Source: an optimization exercise on an open RTL-to-GDS flow (aim: small area, a short achievable clock period and few clock cycles per item). Production flows keep margins and buffers that such runs may drop.
In this exercise RTL edits were held to simulation tests only and were not proved equivalent to the original.
No activity file was given, so power comes from the tool's default toggle rates.

--- flow/design.v ---
`default_nettype none
package tvas_pkg;
  localparam int SAMPLE_W         = 16;
  localparam int DATA_W           = 20;
  localparam int TURN_W           = 16;
  localparam int CORDIC_STAGES    = 16;
  localparam int SECTOR_W         = 5;
  localparam int SECTOR_COUNT_DEF = 32;
  localparam int CORDIC_W         = 1 + 2*DATA_W + TURN_W;
  localparam logic [TURN_W-1:0] ZERO_TURN          = 16'h0000;
  localparam logic [TURN_W-1:0] QUARTER_TURN       = 16'h4000;
  localparam logic [TURN_W-1:0] HALF_TURN          = 16'h8000;
  localparam logic [TURN_W-1:0] THREE_QUARTER_TURN = 16'hC000;
  typedef struct packed {
    logic                     bypass;
    logic signed [DATA_W-1:0] x;
    logic signed [DATA_W-1:0] y;
    logic [TURN_W-1:0]        z;
  } cordic_t;
  function automatic logic [TURN_W-1:0] atan_turn(input int idx);
    case (idx)
      0:       atan_turn = 16'd8192;
      1:       atan_turn = 16'd4836;
      2:       atan_turn = 16'd2555;
      3:       atan_turn = 16'd1297;
      4:       atan_turn = 16'd651;
      5:       atan_turn = 16'd326;
      6:       atan_turn = 16'd163;
      7:       atan_turn = 16'd81;
      8:       atan_turn = 16'd41;
      9:       atan_turn = 16'd20;
      10:      atan_turn = 16'd10;
      11:      atan_turn = 16'd5;
      12:      atan_turn = 16'd3;
      13:      atan_turn = 16'd1;
      14:      atan_turn = 16'd1;
      default: atan_turn = 16'd0;
    endcase
  endfunction
endpackage
`default_nettype wire
`default_nettype none
import tvas_pkg::*;
module tvas_prep
(
  input  wire logic                       clk,
  input  wire logic                       rst,
  input  wire logic                       up_valid,
  output logic                            up_ready,
  input  wire logic signed [SAMPLE_W-1:0] accel_x,
  input  wire logic signed [SAMPLE_W-1:0] accel_y,
  output logic                            dn_valid,
  input  wire logic                       dn_ready,
  output tvas_pkg::cordic_t                         dn_data
);
  logic signed [DATA_W-1:0] x_scaled;
  logic signed [DATA_W-1:0] y_scaled;
  tvas_pkg::cordic_t                  data_next;
  assign up_ready = !dn_valid || dn_ready;
  always_comb begin
    x_scaled  = {{2{accel_x[SAMPLE_W-1]}}, accel_x, 2'b00};
    y_scaled  = -{{2{accel_y[SAMPLE_W-1]}}, accel_y, 2'b00};
    data_next = '0;
    if (accel_y == '0) begin
      data_next.bypass = 1'b1;
      data_next.z      = accel_x[SAMPLE_W-1] ? HALF_TURN : ZERO_TURN;
    end else if (accel_x == '0) begin
      data_next.bypass = 1'b1;
      data_next.z      = accel_y[SAMPLE_W-1] ? QUARTER_TURN : THREE_QUARTER_TURN;
    end else if (x_scaled[DATA_W-1]) begin
      data_next.x = -x_scaled;
      data_next.y = -y_scaled;
      data_next.z = HALF_TURN;
    end else begin
      data_next.x = x_scaled;
      data_next.y = y_scaled;
      data_next.z = ZERO_TURN;
    end
  end
  always_ff @(posedge clk) begin
    if (rst) begin
      dn_valid <= 1'b0;
    end else if (up_ready) begin
      dn_valid <= up_valid;
    end
  end
  always_ff @(posedge clk) begin
    if (up_ready && up_valid) begin
      dn_data <= data_next;
    end
  end
endmodule
`default_nettype wire
`default_nettype none
import tvas_pkg::*;
module tvas_cordic_stage
#(
  parameter int STAGE_IDX = 0
) (
  input  wire logic    clk,
  input  wire logic    rst,
  input  wire logic    up_valid,
  output logic         up_ready,
  input  wire tvas_pkg::cordic_t up_data,
  output logic         dn_valid,
  input  wire logic    dn_ready,
  output tvas_pkg::cordic_t      dn_data
);
  localparam logic [TURN_W-1:0] ATAN_STEP = tvas_pkg::atan_turn(STAGE_IDX);
  tvas_pkg::cordic_t                  data_next;
  logic signed [DATA_W-1:0] x_shift;
  logic signed [DATA_W-1:0] y_shift;
  assign up_ready = !dn_valid || dn_ready;
  always_comb begin
    x_shift   = up_data.x >>> STAGE_IDX;
    y_shift   = up_data.y >>> STAGE_IDX;
    data_next = up_data;
    if (!up_data.bypass) begin
      if (!up_data.y[DATA_W-1]) begin
        data_next.x = up_data.x + y_shift;
        data_next.y = up_data.y - x_shift;
        data_next.z = up_data.z + ATAN_STEP;
      end else begin
        data_next.x = up_data.x - y_shift;
        data_next.y = up_data.y + x_shift;
        data_next.z = up_data.z - ATAN_STEP;
      end
    end
  end
  always_ff @(posedge clk) begin
    if (rst) begin
      dn_valid <= 1'b0;
    end else if (up_ready) begin
      dn_valid <= up_valid;
    end
  end
  always_ff @(posedge clk) begin
    if (up_ready && up_valid) begin
      dn_data <= data_next;
    end
  end
endmodule
`default_nettype wire
`default_nettype none
import tvas_pkg::*;
module tvas_sector
#(
  parameter int SECTOR_COUNT = SECTOR_COUNT_DEF
) (
  input  wire logic               clk,
  input  wire logic               rst,
  input  wire logic               up_valid,
  output logic                    up_ready,
  input  wire tvas_pkg::cordic_t            up_data,
  output logic                    dn_valid,
  input  wire logic               dn_ready,
  output logic [SECTOR_W-1:0]     sector
);
  localparam int COUNT_W = $clog2(SECTOR_COUNT) + 1;
  localparam logic [COUNT_W-1:0] COUNT = COUNT_W'(SECTOR_COUNT);
  logic [TURN_W+COUNT_W-1:0]   product;
  logic [COUNT_W+SECTOR_W-1:0] index;
  assign up_ready = !dn_valid || dn_ready;
  always_comb begin
    product = {{COUNT_W{1'b0}}, up_data.z} * {{TURN_W{1'b0}}, COUNT};
    index   = {{SECTOR_W{1'b0}}, product[TURN_W+COUNT_W-1:TURN_W]};
  end
  always_ff @(posedge clk) begin
    if (rst) begin
      dn_valid <= 1'b0;
    end else if (up_ready) begin
      dn_valid <= up_valid;
    end
  end
  always_ff @(posedge clk) begin
    if (up_ready && up_valid) begin
      sector <= index[SECTOR_W-1:0];
    end
  end
endmodule
`default_nettype wire
`default_nettype none
import tvas_pkg::*;
module tilt_vector_to_angle_sector
#(
  parameter int SECTOR_COUNT = SECTOR_COUNT_DEF
) (
  input  wire logic                       clk,
  input  wire logic                       rst,
  input  wire logic                       accel_valid,
  output logic                            accel_stall,
  input  wire logic signed [SAMPLE_W-1:0] accel_x,
  input  wire logic signed [SAMPLE_W-1:0] accel_y,
  output logic                            sector_valid,
  input  wire logic                       sector_stall,
  output logic [SECTOR_W-1:0]             sector
);
  logic [(CORDIC_STAGES+1)*CORDIC_W-1:0] stg_data;
  logic              [CORDIC_STAGES:0]   stg_valid;
  logic              [CORDIC_STAGES+1:0] stg_ready;
  tvas_prep u_prep (
    .clk      (clk),
    .rst      (rst),
    .up_valid (accel_valid),
    .up_ready (stg_ready[0]),
    .accel_x  (accel_x),
    .accel_y  (accel_y),
    .dn_valid (stg_valid[0]),
    .dn_ready (stg_ready[1]),
    .dn_data  (stg_data[0 +: CORDIC_W])
  );
  assign accel_stall = !stg_ready[0];
  for (genvar k = 0; k < CORDIC_STAGES; k++) begin : g_stage
    tvas_cordic_stage #(
      .STAGE_IDX (k)
    ) u_stage (
      .clk      (clk),
      .rst      (rst),
      .up_valid (stg_valid[k]),
      .up_ready (stg_ready[k+1]),
      .up_data  (stg_data[k*CORDIC_W +: CORDIC_W]),
      .dn_valid (stg_valid[k+1]),
      .dn_ready (stg_ready[k+2]),
      .dn_data  (stg_data[(k+1)*CORDIC_W +: CORDIC_W])
    );
  end
  tvas_sector #(
    .SECTOR_COUNT (SECTOR_COUNT)
  ) u_sector (
    .clk      (clk),
    .rst      (rst),
    .up_valid (stg_valid[CORDIC_STAGES]),
    .up_ready (stg_ready[CORDIC_STAGES+1]),
    .up_data  (stg_data[CORDIC_STAGES*CORDIC_W +: CORDIC_W]),
    .dn_valid (sector_valid),
    .dn_ready (!sector_stall),
    .sector   (sector)
  );
endmodule
`default_nettype wire
--- flow/run.sh ---
#!/bin/bash
# synth_recipe.tcl (not shown) runs the flow's synth.tcl, then flattens the netlist and writes it again
# the make line also repeats each setting of config.mk as NAME=value (left out here)
make -C /OpenROAD-flow-scripts/flow DESIGN_CONFIG=/design/flow/config.mk WORK_HOME=/design/flow/orfs CLKGATE_MAP_FILE= SYNTH_SCRIPT=/design/flow/synth_recipe.tcl finish
--- flow/config.mk ---
export PLATFORM = sky130hd
export DESIGN_NAME = tilt_vector_to_angle_sector
export DESIGN_NICKNAME = tilt_vector_to_angle_sector
export VERILOG_FILES = /design/flow/design.v
export SDC_FILE = /design/flow/constraint.sdc
export NUM_CORES = 4
export LEC_CHECK = 0
export CAP_MARGIN = 20
export CORE_MARGIN = 2
export CORE_UTILIZATION = 40
export SLEW_MARGIN = 20
--- flow/constraint.sdc ---
create_clock -name core_clock -period 5.0 [get_ports {clk}]
set_input_delay 1.0000 -clock core_clock [delete_from_list [all_inputs] [get_ports {clk}]]
set_output_delay 1.0000 -clock core_clock [all_outputs]
set_load 0.01 [all_outputs]
==> summary.txt <==
## final cells by class
cell class / instances / area (µm²)
Antenna cell: 1 / 2.50
Clock buffer: 111 / 2460
Clock inverter: 65 / 807
Fill cell: 16500 / 96100
Inverter: 322 / 1210
Multi-Input combinational cell: 6421 / 44000
Sequential cell: 789 / 23500
Tap cell: 2310 / 2890
Timing Repair Buffer: 123 / 1130
## power by group
group,internal (mW),switching (mW)
sequential,7.33,0.126
clock,4.36,2.90
combinational,0.826,1.12
total,12.5,4.14
## cells in the mapped netlist, drive strengths merged (25+ instances only)
master	n
nor2b	89
nand2b	101
nor4	55
or2	30
ha	729
nor3	234
mux2	96
mux2i	39
and3	83
buf	44
a21o	235
and2	32
a21oi	573
clkbuf	193
fa	39
or3	65
a31oi	53
xor2	382
o21bai	66
a21boi	32
or4	28
nand3	97
nand2	820
inv	316
o31ai	95
a211oi	82
o21ai	783
xnor2	447
o211ai	36
edfxtp	771
o21a	96
o41ai	41
nor3b	25
nor2	673
## sequential cells by signal, summed over array words and instances (netlist names)
name	flops
g_stage.u_stage.dn_data	727
g_stage.u_stage.dn_valid	16
u_prep.dn_data	39
u_prep.dn_valid	1
u_sector.dn_valid	1
u_sector.sector	5
## cell families (layout without fill, tap and decap cells)
logic type               after synthesis  in the layout  synth area share, %
buffers and inverters                559            621                 3.03
other                                  0              1                    0
flip-flops                           789            789                 33.8
AO/OA/AOI/OAI                       2284           2284                 20.3
adder cells (fa/ha/maj)              768            768                 14.2
multiplexers                         135            135                 2.12
XOR/XNOR                             829            829                 10.4
AND/OR/NAND/NOR                     2405           2405                 16.1
## metal layers
metal	routed length (µm)	vias to the layer above
met2	81700	1005
li1	-	28400
met3	6160	239
met1	80900	26500
met5	0	-
met4	4240	0
## through the flow
stage                     util, %  std cells
final                        44.2      10100
after global routing         44.2      10100
after CTS                    44.2      10100
after detailed placement     42.3       9965
after global placement       42.3       9965
after floorplan                 -       7769
## final timing paths
path / cells past startpoint / endpoint
setup / recovery: 15 / g_stage[4].u_stage.dn_data[55]$_DFFE_PP_
hold / removal: 0 / u_sector.sector[4]$_DFFE_PP_
setup reg to reg: 15 / g_stage[4].u_stage.dn_data[55]$_DFFE_PP_
hold reg to reg: 0 / u_sector.sector[4]$_DFFE_PP_
## critical path, stage by stage (launching register included)
cell and delay, ns:
sky130_fd_sc_hd__edfxtp_1 0.48, sky130_fd_sc_hd__or4_1 0.59, sky130_fd_sc_hd__or3_1 0.39, sky130_fd_sc_hd__nor3_1 0.22, sky130_fd_sc_hd__nand2b_1 0.14, sky130_fd_sc_hd__o21ai_0 0.22, sky130_fd_sc_hd__xor2_1 0.17, sky130_fd_sc_hd__ha_1 0.31
sky130_fd_sc_hd__a21o_1 0.19, sky130_fd_sc_hd__a21o_1 0.17, sky130_fd_sc_hd__a21o_1 0.18, sky130_fd_sc_hd__or4b_1 0.52, sky130_fd_sc_hd__nand2_1 0.12, sky130_fd_sc_hd__o21ai_1 0.13, sky130_fd_sc_hd__a21o_1 0.19, sky130_fd_sc_hd__xor2_1 0.14
==> out/summary.log <==
INFO  min_path       holdCritPathClass=reg -> reg
INFO  place          io_buffers=42
INFO  critical_path  worstSetupStartpoint=g_stage[3].u_stage.dn_data[24]$_DFFE_PP_
INFO  floorplanning  dieWidth=421µm
INFO  clock_network  clock_sinks=789
INFO  timing         drv_slew=0
INFO  drt            detailedRoute.firstIterationViolations=3873
INFO  timing         max_freq=225MHz
INFO  power_and_ir_drop ir_worst_vdd=0.246mV
INFO  synthesis      synth_top_area_cell=sky130_fd_sc_hd__edfxtp_1
INFO  timing         final_min_period_over_clock_period=88.8%
INFO  global_route   grt_pass1_wl=279000µm
INFO  critical_path  critPathRequiredTime=5.42ns
INFO  place          dpl_worst_slack=0.576ns
INFO  timing         count_of_endpoints_failing_setup_in_the_final_report=0
INFO  synthesis      synth_enable_flop_cells=771
INFO  critical_path  critPathMaxFanout=6
INFO  job            max_cap_check_violation_count=0
INFO  floorplanning  area_enclosed_by_the_die_boundary=177000µm²
INFO  global_route   initial_antenna_violation_count=4
INFO  critical_path  rr_startpoint=g_stage[3].u_stage.dn_data[24]$_DFFE_PP_
INFO  clock_network  clk_slew_on_worst_s_h_paths=0.06ns
INFO  place          finalWeightedCongestion=0.881
INFO  synthesis      synthesized_instance_count=7769
INFO  cells_and_area area_growth=9.40%
INFO  critical_path  worstSetupPathType=reg -> reg
INFO  power_and_ir_drop finalPower=16.7mW
INFO  drt            post-route-drc-count=0
INFO  synthesis      yosys.area.top_type_share=33.3%
INFO  timing         unrepaired_setup_endpoints_after_global_routing=false
INFO  min_path       hp-start=g_stage[15].u_stage.dn_data[15]$_DFFE_PP_
INFO  cells_and_area design_area=76000µm²
INFO  synthesis      synth_seq_area_share=33.8%
INFO  synthesis      yosys_warnings=18
INFO  drt            drt-vias-per-instance=5.54
INFO  clock_network  numCtsBuffers=94
INFO  place          dp_hpwl=134000µm
INFO  synthesis      synth_area=69500µm²
INFO  clock_network  cts_buffer_depth=3
INFO  cells_and_area layout-drive-gt1-share=5.18%
INFO  critical_path  worst-r2r-setup-slack=0.56ns
INFO  synthesis      synth_seq_cells=789
INFO  global_route   grt_util_all_layers=19.2%
INFO  cells_and_area commonest_non_fill_non_tap_cell_in_the_layout=sky130_fd_sc_hd__nand2_1
INFO  timing         slew_hr=25.9%
INFO  drt            routed_wl=173000µm
INFO  synthesis      unique_cell_type_count_in_the_yosys_netlist=95
INFO  timing         report.final.hold_viol_count=0
INFO  critical_path  timing.critical_path.arrival=4.86ns
INFO  power_and_ir_drop power_density=219nW/µm²
INFO  floorplanning  effective_utilization_at_floorplan=40.4%
INFO  clock_network  post-cts-setup-buffer-count=0
INFO  drt            detail_route.first_pass.iterations=5
INFO  drt            wire_per_inst=17.1µm
INFO  synthesis      synth.avg_cell_area=8.95µm²
INFO  clock_network  clock_tree.root_cell=sky130_fd_sc_hd__clkbuf_16
INFO  floorplanning  num_io_pins=43
INFO  status         outcome=complete, no violations
INFO  global_route   grt-busiest-layer=met2
INFO  clock_network  cts_repair_resize_count=0
INFO  critical_path  setup.worst_path.start_class=flop
INFO  timing         worst_slew_pin_slew=1.11ns
INFO  power_and_ir_drop power.leakage=30.2nW
INFO  synthesis      ys_async_rst_share=0%
INFO  global_route   met2_track_utilization_from_global_routing=32.3%
INFO  critical_path  cp-end-kind=flop
INFO  floorplanning  die_y=421µm
INFO  timing         min_period=4.44ns
INFO  floorplanning  std_cell_core_area=172000µm²
INFO  synthesis      leading_post_synthesis_cells_by_cell_area=sky130_fd_sc_hd__edfxtp_1, sky130_fd_sc_hd__ha_1, sky130_fd_sc_hd__xnor2_1, sky130_fd_sc_hd__o21ai_0, sky130_fd_sc_hd__xor2_1
INFO  clock_network  cts_tree=done
INFO  cells_and_area final_nets=8555
INFO  synthesis      mappedNetlistNets=8573
INFO  timing         largest_clock_skew_in_the_final_design=0.0338ns
INFO  global_route   grt_start_max_net_pins=112
INFO  global_route   first_global_vias=52.9k
INFO  drt            dr_total_vias=56.2k
INFO  clock_network  insertion_delay_to_the_later_sink_of_the_worst_skew_pair=0.71ns
INFO  floorplanning  row_count=152
INFO  timing         postLayoutSetupSlackWorst=0.560ns
INFO  timing         whs=0.414ns
INFO  place          post_dp_cell_area=72800µm²
INFO  drt            final_antenna_net_count=0
INFO  synthesis      postSynth.topFlopCell=sky130_fd_sc_hd__edfxtp_1
INFO  cells_and_area layout_common_cells=sky130_fd_sc_hd__nand2_1, sky130_fd_sc_hd__edfxtp_1, sky130_fd_sc_hd__o21ai_0
INFO  global_route   grtUsageMet1=26.2%
INFO  global_route   grt_util_met3=1.97%
INFO  clock_network  cts_hold_buffers=0
INFO  timing         setup_tns=0ns
INFO  clock_network  htree_num_levels=3
INFO  global_route   grt_overflow_total=0
Testbench counts, summed over its fixed seeds: cycles 16,144, items 16,000.

[re-timing with driven ports]
How much do the figures lean on ideal ports? The routed layout below was timed once more, with nothing changed but the port constraints. Step 1, drivers: a clkbuf_16 drives clk and a buf_2 each remaining input, both assumed. Step 2 also shifts input and output timing later by t, the mid clock arrival at the registers, as if the neighbouring blocks saw the same clock. Slacks: ideal / step 1 / step 2; pairs: ideal / step 1.
t, ns: 0.787
setup WS [ns]: 0.560 / 0.560 / 0.560
worst hold slack (ns): 0.414 / 0.414 / 0.414
slew at the worst register clock pin (ns): 0.07 / 0.07
After both steps this run still meets setup and hold. The setup slack of this run moves by 0.000 ns with the drivers and by 0.000 ns with both steps.
